Context: an optimization exercise on an open-source flow, tuned for small area, a short achievable clock period and few clock cycles per item. The choices shown serve that exercise and are no tape-out recipe. At most, simulation tests tie the RTL to the original design; equivalence was not proved. Power and IR drop assume default switching activity.

==> inputs of exp/xenon <==
==> flow/design.v <==
`default_nettype none
package div_pkg;
  localparam int DATA_W = 32;
  localparam int STEPS = 1;
  localparam int QB     = 2 * STEPS;         
  localparam int QB_LG  = (QB <= 1) ? 0 : (QB <= 2) ? 1 : (QB <= 4) ? 2 : 3;
  localparam int DVS_W  = DATA_W + QB;       
  localparam int CNT_W  = 6 - QB_LG;         
  localparam logic [DATA_W-1:0] INT_MIN = {1'b1, {(DATA_W-1){1'b0}}};
  localparam logic [1:0] OP_DIV  = 2'd0;
  localparam logic [1:0] OP_DIVU = 2'd1;
  localparam logic [1:0] OP_REM  = 2'd2;
  localparam logic [1:0] OP_REMU = 2'd3;
  localparam int OP_REM_BIT   = 1;
  localparam int OP_UNSGN_BIT = 0;
endpackage
`default_nettype wire
`timescale 1ns/1ps
`default_nettype none
module div_add #(
  parameter int W = 32
) (
  input  wire  [W-1:0] a,
  input  wire  [W-1:0] b,
  input  wire          cin,
  output logic [W-1:0] sum,
  output logic         cout
);
  localparam int LV = (W < 32) ? 5 : (W < 64) ? 6 : 7;   
  logic [LV:0][W:0] g;
  logic [LV:0][W:0] p;
  assign g[0] = {a & b, cin};
  assign p[0] = {a ^ b, 1'b0};
  for (genvar l = 0; l < LV; l++) begin : g_lvl
    for (genvar i = 0; i <= W; i++) begin : g_bit
      if (i >= (1 << l)) begin : g_op
        assign g[l+1][i] = g[l][i] | (p[l][i] & g[l][i - (1 << l)]);
        assign p[l+1][i] = p[l][i] & p[l][i - (1 << l)];
      end else begin : g_pass
        assign g[l+1][i] = g[l][i];
        assign p[l+1][i] = p[l][i];
      end
    end
  end
  assign sum  = p[0][W:1] ^ g[LV][W-1:0];
  assign cout = g[LV][W];
endmodule
module div_radix4_stage #(
  parameter int DVW = 34
) (
  input  wire  [div_pkg::DATA_W-1:0]    in_rem,
  input  wire  [DVW-1:0]                in_dvs,
  output logic [div_pkg::DATA_W-1:0]    out_rem,
  output logic [1:0]                    digit
);
  localparam int DW = div_pkg::DATA_W;
  localparam int XW = DVW + 2;   
  logic [XW-1:0] r, ne, ne2, s3, c3;
  logic [XW-1:0] d1, d2, d3;
  logic          q1, q2, q3;
  assign r   = {{(XW-DW){1'b0}}, in_rem};
  assign ne  = ~{3'b000, in_dvs[DVW-1:1]};
  assign ne2 = ~{2'b00, in_dvs};
  assign s3 = r ^ ne ^ ne2;
  assign c3 = (r & ne) | (r & ne2) | (ne & ne2);
  div_add #(.W(XW)) u_d1 (.a(r),  .b(ne),                  .cin(1'b1), .sum(d1), .cout(q1));
  div_add #(.W(XW)) u_d2 (.a(r),  .b(ne2),                 .cin(1'b1), .sum(d2), .cout(q2));
  div_add #(.W(XW)) u_d3 (.a(s3), .b({c3[XW-2:0], 1'b1}),  .cin(1'b1), .sum(d3), .cout());
  assign q3 = ~d3[XW-1];
  always_comb begin
    if (q3) begin
      out_rem = d3[DW-1:0];
      digit   = 2'd3;
    end else if (q2) begin
      out_rem = d2[DW-1:0];
      digit   = 2'd2;
    end else if (q1) begin
      out_rem = d1[DW-1:0];
      digit   = 2'd1;
    end else begin
      out_rem = in_rem;
      digit   = 2'd0;
    end
  end
endmodule
`default_nettype wire
`timescale 1ns/1ps
`default_nettype none
module div_stage_array (
  input  wire                          CLK,
  input  wire                          RST_N,
  input  wire                          load,    
  input  wire                          take,    
  input  wire  [div_pkg::DATA_W-1:0]   in_rem,
  input  wire  [div_pkg::DVS_W-1:0]    in_dvs,
  input  wire                          in_run,
  input  wire  [div_pkg::CNT_W-1:0]    in_cnt,
  input  wire                          in_neg,
  input  wire                          in_op_rem,
  input  wire                          in_q_ones,
  output logic [div_pkg::DATA_W-1:0]   rem,
  output logic [div_pkg::DATA_W-1:0]   quo,
  output logic                         neg,
  output logic                         op_rem,
  output logic                         q_ones,
  output logic                         done,
  output logic                         valid
);
  localparam int DW = div_pkg::DATA_W;
  localparam int VW = div_pkg::DVS_W;
  localparam int QB = div_pkg::QB;
  logic [VW-1:0]             dvs;
  logic [div_pkg::CNT_W-1:0] cnt;    
  logic                      busy;   
  logic [DW-1:0]             t_rem;
  logic [1:0]                t_dig;
  div_radix4_stage #(.DVW(VW)) u_step (
    .in_rem  (rem),
    .in_dvs  (dvs),
    .out_rem (t_rem),
    .digit   (t_dig)
  );
  assign done = valid & ~busy;
  always_ff @(posedge CLK) begin
    if (!RST_N) begin
      valid <= 1'b0;
      busy  <= 1'b0;
    end else if (load) begin
      valid <= 1'b1;
      busy  <= in_run;
    end else begin
      if (take) valid <= 1'b0;
      if (busy) busy <= (cnt != '0);
    end
  end
  always_ff @(posedge CLK) begin
    if (load) begin
      rem    <= in_rem;
      quo    <= '0;
      dvs    <= in_dvs;
      cnt    <= in_cnt;
      neg    <= in_neg;
      op_rem <= in_op_rem;
      q_ones <= in_q_ones;
    end else if (busy) begin
      rem    <= t_rem;
      quo    <= {quo[DW-QB-1:0], t_dig};
      dvs    <= {{QB{1'b0}}, dvs[VW-1:QB]};
      cnt    <= cnt - 1'b1;
    end
  end
endmodule
`default_nettype wire
`timescale 1ns/1ps
`default_nettype none
module div_operand_prep (
  input  wire                          CLK,
  input  wire                          RST_N,
  input  wire  [div_pkg::DATA_W-1:0]   req_a,
  input  wire  [div_pkg::DATA_W-1:0]   req_b,
  input  wire  [1:0]                   req_op,
  input  wire                          accept,   
  input  wire                          take,     
  output logic [div_pkg::DATA_W-1:0]   rem,      
  output logic [div_pkg::DVS_W-1:0]    dvs,      
  output logic                         run,      
  output logic [div_pkg::CNT_W-1:0]    cnt,      
  output logic                         q_ones,   
  output logic                         neg,      
  output logic                         op_rem,
  output logic                         valid
);
  localparam int DW = div_pkg::DATA_W;
  localparam int QB = div_pkg::QB;
  logic [DW-1:0]             in_a, in_b;     
  logic                      in_a_neg, in_b_neg, in_dz, in_rem;
  logic                      sgn, a_neg, b_neg, dz, op_r, a_p2, b_p2;
  logic [DW-1:0]             a_mag, b_mag;
  logic [5:0]                la, lb;
  logic [6:0]                t, k;
  logic                      none;
  always_ff @(posedge CLK) begin
    if (!RST_N) begin
      valid <= 1'b0;
    end else if (accept) begin
      valid <= 1'b1;
    end else if (take) begin
      valid <= 1'b0;
    end
  end
  assign sgn   = ~req_op[div_pkg::OP_UNSGN_BIT];
  assign a_neg = sgn & req_a[DW-1];
  assign b_neg = sgn & req_b[DW-1];
  always_ff @(posedge CLK) begin
    if (accept) begin
      in_a     <= req_a ^ {DW{a_neg}};
      in_b     <= req_b ^ {DW{b_neg}};
      in_a_neg <= a_neg;
      in_b_neg <= b_neg;
      in_dz    <= (req_b == '0);
      in_rem   <= req_op[div_pkg::OP_REM_BIT];
    end
  end
  assign op_r = in_rem;
  assign dz   = in_dz;
  div_cinc #(.W(DW)) u_inca (.x(in_a), .inc(in_a_neg), .y(a_mag));
  div_cinc #(.W(DW)) u_incb (.x(in_b), .inc(in_b_neg), .y(b_mag));
  div_lzc u_lza (.x(in_a), .n(la));
  div_lzc u_lzb (.x(in_b), .n(lb));
  always_comb begin
    a_p2 = in_a_neg;
    b_p2 = in_b_neg;
    for (int i = 0; i < DW-1; i++) begin
      a_p2 = a_p2 & (in_a[i] | ~in_a[i+1]);
      b_p2 = b_p2 & (in_b[i] | ~in_b[i+1]);
    end
  end
  div_add #(.W(7)) u_t (.a({1'b0, lb}), .b(~{1'b0, la}), .cin(a_p2),  .sum(t), .cout());
  div_add #(.W(7)) u_k (.a(t),          .b(7'd0),        .cin(~b_p2), .sum(k), .cout());
  assign none   = dz | k[6];
  assign rem    = a_mag;
  assign dvs    = {{QB{1'b0}}, b_mag} << (k[4:0] | 5'd1);
  assign run    = ~none;
  assign cnt    = k[5:1];
  assign q_ones = dz & ~op_r;
  assign neg    = op_r ? in_a_neg : (in_a_neg ^ in_b_neg) & ~dz;
  assign op_rem = op_r;
endmodule
`default_nettype wire
`default_nettype none
module div_lzc (
  input  wire  [31:0] x,
  output logic [5:0]  n
);
  logic [15:0]      v0;
  logic [15:0][0:0] c0;
  logic [7:0]       v1;
  logic [7:0][1:0]  c1;
  logic [3:0]       v2;
  logic [3:0][2:0]  c2;
  logic [1:0]       v3;
  logic [1:0][3:0]  c3;
  logic             v4;
  logic [4:0]       c4;
  for (genvar i = 0; i < 16; i++) begin : g_l0
    assign v0[i] = x[2*i+1] | x[2*i];
    assign c0[i] = ~x[2*i+1];
  end
  for (genvar i = 0; i < 8; i++) begin : g_l1
    assign v1[i] = v0[2*i+1] | v0[2*i];
    assign c1[i] = v0[2*i+1] ? {1'b0, c0[2*i+1]} : {1'b1, c0[2*i]};
  end
  for (genvar i = 0; i < 4; i++) begin : g_l2
    assign v2[i] = v1[2*i+1] | v1[2*i];
    assign c2[i] = v1[2*i+1] ? {1'b0, c1[2*i+1]} : {1'b1, c1[2*i]};
  end
  for (genvar i = 0; i < 2; i++) begin : g_l3
    assign v3[i] = v2[2*i+1] | v2[2*i];
    assign c3[i] = v2[2*i+1] ? {1'b0, c2[2*i+1]} : {1'b1, c2[2*i]};
  end
  assign v4 = v3[1] | v3[0];
  assign c4 = v3[1] ? {1'b0, c3[1]} : {1'b1, c3[0]};
  assign n = v4 ? {1'b0, c4} : 6'd32;
endmodule
module div_cinc #(
  parameter int W = 32
) (
  input  wire  [W-1:0] x,
  input  wire          inc,
  output logic [W-1:0] y
);
  localparam int LV = (W <= 32) ? 5 : 6;   
  logic [LV:0][W-1:0] a;
  assign a[0] = {x[W-2:0], 1'b1};
  for (genvar l = 0; l < LV; l++) begin : g_lvl
    for (genvar i = 0; i < W; i++) begin : g_bit
      if (i >= (1 << l)) begin : g_op
        assign a[l+1][i] = a[l][i] & a[l][i - (1 << l)];
      end else begin : g_pass
        assign a[l+1][i] = a[l][i];
      end
    end
  end
  assign y = x ^ ({W{inc}} & a[LV]);
endmodule
module div_cneg #(
  parameter int W = 32
) (
  input  wire  [W-1:0] x,
  input  wire          neg,
  output logic [W-1:0] y
);
  localparam int LV = (W <= 32) ? 5 : 6;   
  logic [LV:0][W-1:0] o;
  assign o[0] = {x[W-2:0], 1'b0};
  for (genvar l = 0; l < LV; l++) begin : g_lvl
    for (genvar i = 0; i < W; i++) begin : g_bit
      if (i >= (1 << l)) begin : g_op
        assign o[l+1][i] = o[l][i] | o[l][i - (1 << l)];
      end else begin : g_pass
        assign o[l+1][i] = o[l][i];
      end
    end
  end
  assign y = x ^ ({W{neg}} & o[LV]);
endmodule
`default_nettype wire
`timescale 1ns/1ps
`default_nettype none
module div_result_fix (
  input  wire                          CLK,
  input  wire                          RST_N,
  input  wire  [div_pkg::DATA_W-1:0]   rem,
  input  wire  [div_pkg::DATA_W-1:0]   quo,
  input  wire                          neg,
  input  wire                          op_rem,
  input  wire                          q_ones,
  input  wire                          take,
  input  wire                          res_ready,
  output logic [div_pkg::DATA_W-1:0]   res,
  output logic                         res_valid
);
  logic [div_pkg::DATA_W-1:0] mag, sgn_mag;
  assign mag = op_rem ? rem : quo;
  div_cneg #(.W(div_pkg::DATA_W)) u_neg (.x(mag), .neg(neg), .y(sgn_mag));
  always_ff @(posedge CLK) begin
    if (!RST_N) begin
      res_valid <= 1'b0;
    end else if (take) begin
      res_valid <= 1'b1;
    end else if (res_ready) begin
      res_valid <= 1'b0;
    end
  end
  always_ff @(posedge CLK) begin
    if (take) begin
      res <= q_ones ? '1 : sgn_mag;
    end
  end
endmodule
`default_nettype wire
`timescale 1ns/1ps
`default_nettype none
module div_top (
  input  wire                         CLK,
  input  wire                         RST_N,
  input  wire  [div_pkg::DATA_W-1:0]  req_a,
  input  wire  [div_pkg::DATA_W-1:0]  req_b,
  input  wire  [1:0]                  req_op,
  input  wire                         req_valid,
  output logic                        req_ready,
  output logic [div_pkg::DATA_W-1:0]  res,
  output logic                        res_valid,
  input  wire                         res_ready
);
  localparam int DW = div_pkg::DATA_W;
  logic [DW-1:0]              p_rem;
  logic [div_pkg::DVS_W-1:0]  p_dvs;
  logic [div_pkg::CNT_W-1:0]  p_cnt;
  logic                       p_run, p_q_ones, p_neg, p_op_rem, p_valid;
  logic [DW-1:0]              c_rem, c_quo;
  logic                       c_neg, c_op_rem, c_q_ones, c_done, c_valid;
  logic                       take, load, accept;
  assign take      = c_done & (~res_valid | res_ready);
  assign load      = p_valid & (~c_valid | take);
  assign req_ready = RST_N & (~p_valid | load);
  assign accept    = req_valid & req_ready;
  div_operand_prep u_prep (
    .CLK    (CLK),
    .RST_N  (RST_N),
    .req_a  (req_a),
    .req_b  (req_b),
    .req_op (req_op),
    .accept (accept),
    .take   (load),
    .rem    (p_rem),
    .dvs    (p_dvs),
    .run    (p_run),
    .cnt    (p_cnt),
    .q_ones (p_q_ones),
    .neg    (p_neg),
    .op_rem (p_op_rem),
    .valid  (p_valid)
  );
  div_stage_array u_core (
    .CLK       (CLK),
    .RST_N     (RST_N),
    .load      (load),
    .take      (take),
    .in_rem    (p_rem),
    .in_dvs    (p_dvs),
    .in_run    (p_run),
    .in_cnt    (p_cnt),
    .in_neg    (p_neg),
    .in_op_rem (p_op_rem),
    .in_q_ones (p_q_ones),
    .rem       (c_rem),
    .quo       (c_quo),
    .neg       (c_neg),
    .op_rem    (c_op_rem),
    .q_ones    (c_q_ones),
    .done      (c_done),
    .valid     (c_valid)
  );
  div_result_fix u_fix (
    .CLK       (CLK),
    .RST_N     (RST_N),
    .rem       (c_rem),
    .quo       (c_quo),
    .neg       (c_neg),
    .op_rem    (c_op_rem),
    .q_ones    (c_q_ones),
    .take      (take),
    .res_ready (res_ready),
    .res       (res),
    .res_valid (res_valid)
  );
endmodule
`default_nettype wire
==> flow/run.sh <==
#!/bin/bash
# synth_recipe.tcl (not shown) runs the flow's synth.tcl, then flattens the netlist and writes it again
# the make line also repeats each setting of config.mk as NAME=value (left out here)
make -C /OpenROAD-flow-scripts/flow DESIGN_CONFIG=/design/flow/config.mk WORK_HOME=/design/flow/orfs CLKGATE_MAP_FILE= SYNTH_SCRIPT=/design/flow/synth_recipe.tcl finish
==> flow/config.mk <==
export PLATFORM = sky130hd
export DESIGN_NAME = div_top
export DESIGN_NICKNAME = div_top
export VERILOG_FILES = /design/flow/design.v
export SDC_FILE = /design/flow/constraint.sdc
export NUM_CORES = 4
export LEC_CHECK = 0
export CAP_MARGIN = 20
export CORE_MARGIN = 2
export CORE_UTILIZATION = 65
export SETUP_SLACK_MARGIN = 1.0
export SLEW_MARGIN = 20
==> flow/constraint.sdc <==
create_clock -name core_clock -period 5.5 [get_ports {CLK}]
set_input_delay 1.1000 -clock core_clock [delete_from_list [all_inputs] [get_ports {CLK}]]
set_output_delay 1.1000 -clock core_clock [all_outputs]
set_load 0.01 [all_outputs]
==> inputs of exp/onyx, as changes to exp/xenon <==
==> flow/design.v, changed modules only <==
module div_add #(
  parameter int W = 32
) (
  input  wire  [W-1:0] a,
  input  wire  [W-1:0] b,
  input  wire          cin,
  output logic [W-1:0] sum,
  output logic         cout
);
  localparam int LV = (W < 32) ? 5 : (W < 64) ? 6 : 7;   
  logic [LV:0][W:0] g;
  logic [LV:0][W:0] p;
  assign g[0] = {a & b, cin};
  assign p[0] = {a ^ b, 1'b0};
  for (genvar l = 0; l < LV; l++) begin : g_lvl
    for (genvar i = 0; i <= W; i++) begin : g_bit
      if ((i >> l) % 2 == 1) begin : g_op
        assign g[l+1][i] = g[l][i] | (p[l][i] & g[l][((i >> l) << l) - 1]);
        assign p[l+1][i] = p[l][i] & p[l][((i >> l) << l) - 1];
      end else begin : g_pass
        assign g[l+1][i] = g[l][i];
        assign p[l+1][i] = p[l][i];
      end
    end
  end
  assign sum  = p[0][W:1] ^ g[LV][W-1:0];
  assign cout = g[LV][W];
endmodule
module div_stage_array (
  input  wire                          CLK,
  input  wire                          RST_N,
  input  wire                          load,      
  input  wire                          out_free,  
  input  wire  [div_pkg::DATA_W-1:0]   in_rem,
  input  wire  [div_pkg::DVS_W-1:0]    in_dvs,
  input  wire  [div_pkg::CNT_W-1:0]    in_cnt,
  input  wire                          in_neg,
  input  wire                          in_op_rem,
  input  wire                          in_q_ones,
  output logic [div_pkg::DATA_W-1:0]   out_mag,   
  output logic                         neg,
  output logic                         q_ones,
  output logic                         last,      
  output logic                         busy
);
  localparam int DW = div_pkg::DATA_W;
  localparam int VW = div_pkg::DVS_W;
  localparam int QB = div_pkg::QB;
  logic [DW-1:0]             rem, quo;
  logic [VW-1:0]             dvs;
  logic [div_pkg::CNT_W-1:0] cnt;    
  logic                      op_rem;
  logic                      adv;
  logic [DW-1:0]             t_rem;
  logic [1:0]                t_dig;
  div_radix4_stage #(.DVW(VW)) u_step (
    .in_rem  (rem),
    .in_dvs  (dvs),
    .out_rem (t_rem),
    .digit   (t_dig)
  );
  assign last    = busy & (cnt == '0);
  assign adv     = busy & (~last | out_free);
  assign out_mag = op_rem ? t_rem : {quo[DW-QB-1:0], t_dig};
  always_ff @(posedge CLK) begin
    if (!RST_N) begin
      busy <= 1'b0;
    end else if (load) begin
      busy <= 1'b1;
    end else if (last & out_free) begin
      busy <= 1'b0;
    end
  end
  always_ff @(posedge CLK) begin
    if (load) begin
      rem    <= in_rem;
      quo    <= '0;
      dvs    <= in_dvs;
      cnt    <= in_cnt;
      neg    <= in_neg;
      op_rem <= in_op_rem;
      q_ones <= in_q_ones;
    end else if (adv) begin
      rem    <= t_rem;
      quo    <= {quo[DW-QB-1:0], t_dig};
      dvs    <= {{QB{1'b0}}, dvs[VW-1:QB]};
      cnt    <= cnt - 1'b1;
    end
  end
endmodule
module div_operand_prep (
  input  wire                          CLK,
  input  wire                          RST_N,
  input  wire  [div_pkg::DATA_W-1:0]   req_a,
  input  wire  [div_pkg::DATA_W-1:0]   req_b,
  input  wire  [1:0]                   req_op,
  input  wire                          accept,   
  input  wire                          take,     
  output logic [div_pkg::DATA_W-1:0]   rem,      
  output logic [div_pkg::DVS_W-1:0]    dvs,      
  output logic [div_pkg::CNT_W-1:0]    cnt,      
  output logic                         q_ones,   
  output logic                         neg,      
  output logic                         op_rem,
  output logic                         valid
);
  localparam int DW = div_pkg::DATA_W;
  localparam int QB = div_pkg::QB;
  logic [DW-1:0]             in_a, in_b;     
  logic [6:0]                in_t;           
  logic                      in_b_p2;
  logic                      in_a_neg, in_b_neg, in_dz, in_rem;
  logic                      sgn, a_neg, b_neg, a_p2, b_p2;
  logic [DW-1:0]             ya, yb, a_mag, b_mag;
  logic [5:0]                la, lb;
  logic [6:0]                t, k;
  logic                      none;
  assign sgn   = ~req_op[div_pkg::OP_UNSGN_BIT];
  assign a_neg = sgn & req_a[DW-1];
  assign b_neg = sgn & req_b[DW-1];
  assign ya    = req_a ^ {DW{a_neg}};
  assign yb    = req_b ^ {DW{b_neg}};
  div_lzc u_lza (.x(ya), .n(la));
  div_lzc u_lzb (.x(yb), .n(lb));
  always_comb begin
    a_p2 = a_neg;
    b_p2 = b_neg;
    for (int i = 0; i < DW-1; i++) begin
      a_p2 = a_p2 & (ya[i] | ~ya[i+1]);
      b_p2 = b_p2 & (yb[i] | ~yb[i+1]);
    end
  end
  div_add #(.W(7)) u_t (.a({1'b0, lb}), .b(~{1'b0, la}), .cin(a_p2),  .sum(t), .cout());
  div_add #(.W(7)) u_k (.a(in_t),       .b(7'd0),        .cin(~in_b_p2), .sum(k), .cout());
  always_ff @(posedge CLK) begin
    if (!RST_N) begin
      valid <= 1'b0;
    end else if (accept) begin
      valid <= 1'b1;
    end else if (take) begin
      valid <= 1'b0;
    end
  end
  always_ff @(posedge CLK) begin
    if (accept) begin
      in_a     <= ya;
      in_b     <= yb;
      in_t     <= t;
      in_b_p2  <= b_p2;
      in_a_neg <= a_neg;
      in_b_neg <= b_neg;
      in_dz    <= (req_b == '0);
      in_rem   <= req_op[div_pkg::OP_REM_BIT];
    end
  end
  div_cinc #(.W(DW)) u_inca (.x(in_a), .inc(in_a_neg), .y(a_mag));
  div_cinc #(.W(DW)) u_incb (.x(in_b), .inc(in_b_neg), .y(b_mag));
  assign rem    = a_mag;
  assign none   = in_dz | k[6];
  assign dvs    = ({{QB{1'b0}}, b_mag} << (k[4:0] | 5'd1)) | {(DW+QB){none}};
  assign cnt    = none ? '0 : k[5:1];
  assign q_ones = in_dz & ~in_rem;
  assign neg    = in_rem ? in_a_neg : (in_a_neg ^ in_b_neg) & ~in_dz;
  assign op_rem = in_rem;
endmodule
module div_cinc #(
  parameter int W = 32
) (
  input  wire  [W-1:0] x,
  input  wire          inc,
  output logic [W-1:0] y
);
  localparam int LV = (W <= 32) ? 5 : 6;   
  logic [LV:0][W-1:0] a;
  assign a[0] = {x[W-2:0], 1'b1};
  for (genvar l = 0; l < LV; l++) begin : g_lvl
    for (genvar i = 0; i < W; i++) begin : g_bit
      if ((i >> l) % 2 == 1) begin : g_op
        assign a[l+1][i] = a[l][i] & a[l][((i >> l) << l) - 1];
      end else begin : g_pass
        assign a[l+1][i] = a[l][i];
      end
    end
  end
  assign y = x ^ ({W{inc}} & a[LV]);
endmodule
module div_cneg #(
  parameter int W = 32
) (
  input  wire  [W-1:0] x,
  input  wire          neg,
  output logic [W-1:0] y
);
  localparam int LV = (W <= 32) ? 5 : 6;   
  logic [LV:0][W-1:0] o;
  assign o[0] = {x[W-2:0], 1'b0};
  for (genvar l = 0; l < LV; l++) begin : g_lvl
    for (genvar i = 0; i < W; i++) begin : g_bit
      if ((i >> l) % 2 == 1) begin : g_op
        assign o[l+1][i] = o[l][i] | o[l][((i >> l) << l) - 1];
      end else begin : g_pass
        assign o[l+1][i] = o[l][i];
      end
    end
  end
  assign y = x ^ ({W{neg}} & o[LV]);
endmodule
module div_result_fix (
  input  wire                          CLK,
  input  wire                          RST_N,
  input  wire  [div_pkg::DATA_W-1:0]   mag,
  input  wire                          neg,
  input  wire                          q_ones,
  input  wire                          put,        
  input  wire                          res_ready,
  output logic                         free,       
  output logic [div_pkg::DATA_W-1:0]   res,
  output logic                         res_valid
);
  logic [div_pkg::DATA_W-1:0] r_mag, sgn_mag;
  logic                       r_neg, r_q_ones, r_valid, move;
  assign move = r_valid & (~res_valid | res_ready);
  assign free = ~r_valid | ~res_valid | res_ready;
  always_ff @(posedge CLK) begin
    if (!RST_N) begin
      r_valid <= 1'b0;
    end else if (put) begin
      r_valid <= 1'b1;
    end else if (move) begin
      r_valid <= 1'b0;
    end
  end
  always_ff @(posedge CLK) begin
    if (put) begin
      r_mag    <= mag;
      r_neg    <= neg;
      r_q_ones <= q_ones;
    end
  end
  div_cneg #(.W(div_pkg::DATA_W)) u_neg (.x(r_mag), .neg(r_neg), .y(sgn_mag));
  always_ff @(posedge CLK) begin
    if (!RST_N) begin
      res_valid <= 1'b0;
    end else if (move) begin
      res_valid <= 1'b1;
    end else if (res_ready) begin
      res_valid <= 1'b0;
    end
  end
  always_ff @(posedge CLK) begin
    if (move) begin
      res <= r_q_ones ? '1 : sgn_mag;
    end
  end
endmodule
module div_top (
  input  wire                         CLK,
  input  wire                         RST_N,
  input  wire  [div_pkg::DATA_W-1:0]  req_a,
  input  wire  [div_pkg::DATA_W-1:0]  req_b,
  input  wire  [1:0]                  req_op,
  input  wire                         req_valid,
  output logic                        req_ready,
  output logic [div_pkg::DATA_W-1:0]  res,
  output logic                        res_valid,
  input  wire                         res_ready
);
  localparam int DW = div_pkg::DATA_W;
  logic [DW-1:0]              p_rem;
  logic [div_pkg::DVS_W-1:0]  p_dvs;
  logic [div_pkg::CNT_W-1:0]  p_cnt;
  logic                       p_q_ones, p_neg, p_op_rem, p_valid;
  logic [DW-1:0]              c_mag;
  logic                       c_neg, c_q_ones, c_last, c_busy;
  logic                       r_free, put, load, accept;
  assign put       = c_last & r_free;
  assign load      = p_valid & (~c_busy | put);
  assign req_ready = RST_N & (~p_valid | load);
  assign accept    = req_valid & req_ready;
  div_operand_prep u_prep (
    .CLK    (CLK),
    .RST_N  (RST_N),
    .req_a  (req_a),
    .req_b  (req_b),
    .req_op (req_op),
    .accept (accept),
    .take   (load),
    .rem    (p_rem),
    .dvs    (p_dvs),
    .cnt    (p_cnt),
    .q_ones (p_q_ones),
    .neg    (p_neg),
    .op_rem (p_op_rem),
    .valid  (p_valid)
  );
  div_stage_array u_core (
    .CLK       (CLK),
    .RST_N     (RST_N),
    .load      (load),
    .out_free  (r_free),
    .in_rem    (p_rem),
    .in_dvs    (p_dvs),
    .in_cnt    (p_cnt),
    .in_neg    (p_neg),
    .in_op_rem (p_op_rem),
    .in_q_ones (p_q_ones),
    .out_mag   (c_mag),
    .neg       (c_neg),
    .q_ones    (c_q_ones),
    .last      (c_last),
    .busy      (c_busy)
  );
  div_result_fix u_fix (
    .CLK       (CLK),
    .RST_N     (RST_N),
    .mag       (c_mag),
    .neg       (c_neg),
    .q_ones    (c_q_ones),
    .put       (put),
    .res_ready (res_ready),
    .free      (r_free),
    .res       (res),
    .res_valid (res_valid)
  );
endmodule
==> inputs of exp/harbor, as changes to exp/xenon <==
- CORE_UTILIZATION: 65 -> 40
- SETUP_SLACK_MARGIN: 1.0 -> 1.8
==> notes <==
exp/onyx produced a clean layout. exp/xenon went through all stages and came out clean. exp/harbor ran to the end with no violations.
In exp/onyx the core utilization is lower than in exp/xenon, by 2.0 points.
The lowest global-route usage belongs to exp/harbor, the highest to exp/xenon.
The lowest routed wire length belongs to exp/onyx, the highest to exp/harbor.
Between exp/onyx and exp/harbor, the lower clock power is in exp/onyx (gap about 7%, measured against exp/harbor).
Between exp/harbor and exp/onyx, the lower hold slack is in exp/onyx (gap 0.077 ns).
Via count: exp/xenon is higher than exp/harbor (about 1.2%).
Final cell count, highest first: exp/harbor, exp/xenon, exp/onyx.
==> figures <==
                                                                                exp/xenon                   exp/harbor                   exp/onyx
Register bit total from synthesis                                                     210                          210                        250
Clk power                                                                         1600 uW                      1920 uW                    1790 uW
Setup slack of the critical path after layout                                   0.9564 ns                     1.119 ns                   1.076 ns
Worst-path cell with the longest stage delay                    sky130_fd_sc_hd__edfxtp_1      sky130_fd_sc_hd__mux4_2      sky130_fd_sc_hd__fa_1
Count of mapped cells out of synthesis                                               2253                         2253                       2263
Register-to-register setup slack                                                  0.96 ns                      1.12 ns                    1.08 ns
Starting density of the core                                                       65.54%                       40.66%                     66.16%
Status                                                   no timing/DRC/antenna violations  no timing/DRC/antenna violations  no timing/DRC/antenna violations
Total number of sequential cells                                                      210                          210                        250
Die Y                                                                            179.2 um                     227.3 um                   180.5 um
Most repeated cell in the gate-level netlist after synthesis      sky130_fd_sc_hd__nor2_1      sky130_fd_sc_hd__nor2_1  sky130_fd_sc_hd__edfxtp_1
Cell mode on critical path                                         sky130_fd_sc_hd__buf_4     sky130_fd_sc_hd__nand3_4   sky130_fd_sc_hd__o21ai_0
Start point of the worst min-delay path                       u_core.quo[31]$_SDFFE_PP0P_  u_core.quo[31]$_SDFFE_PP0P_       u_core.neg$_DFFE_PP_
Non-clock inverter count                                                               86                           86                        112
Global placement routability congestion                                             1.042                       0.9913                     0.9617
Testbench counts of exp/onyx, summed over its fixed seeds: cycles 51,178, items 16,000.
No functional check of the RTL was part of exp/xenon and exp/harbor.

-- separate check: timing with driven ports --
Ports are ideal in the flow. The routed layouts listed here were re-timed in OpenROAD. Step 1 sets driving cells, clkbuf_16 on the clock port and buf_2 on the other inputs (assumed; they add their load-dependent delay and slew). Step 2 moves the port delays by t, midway between the first and last clock arrival at a register: inputs arrive t later, outputs are due t later. That takes back most of the time a late clock gives input paths. Slacks: ideal ports / drivers / drivers and shift; pairs: ideal ports / drivers.
run	shift t [ns]	setup WS [ns]	clock arrival spread, ns	worst register clock-pin slew, ns
exp/xenon	0.603	0.956 / 0.956 / 0.956	0.023 / 0.023	0.07 / 0.07
exp/onyx	0.603	1.076 / 1.076 / 0.563	0.028 / 0.028	0.07 / 0.07
exp/harbor	0.649	1.119 / 1.119 / 1.119	0.044 / 0.044	0.07 / 0.07
After both steps every run listed still meets setup and hold. For exp/onyx, which loses most, drivers alone change the setup slack by 0.000 ns; drivers and shift together by -0.513 ns.
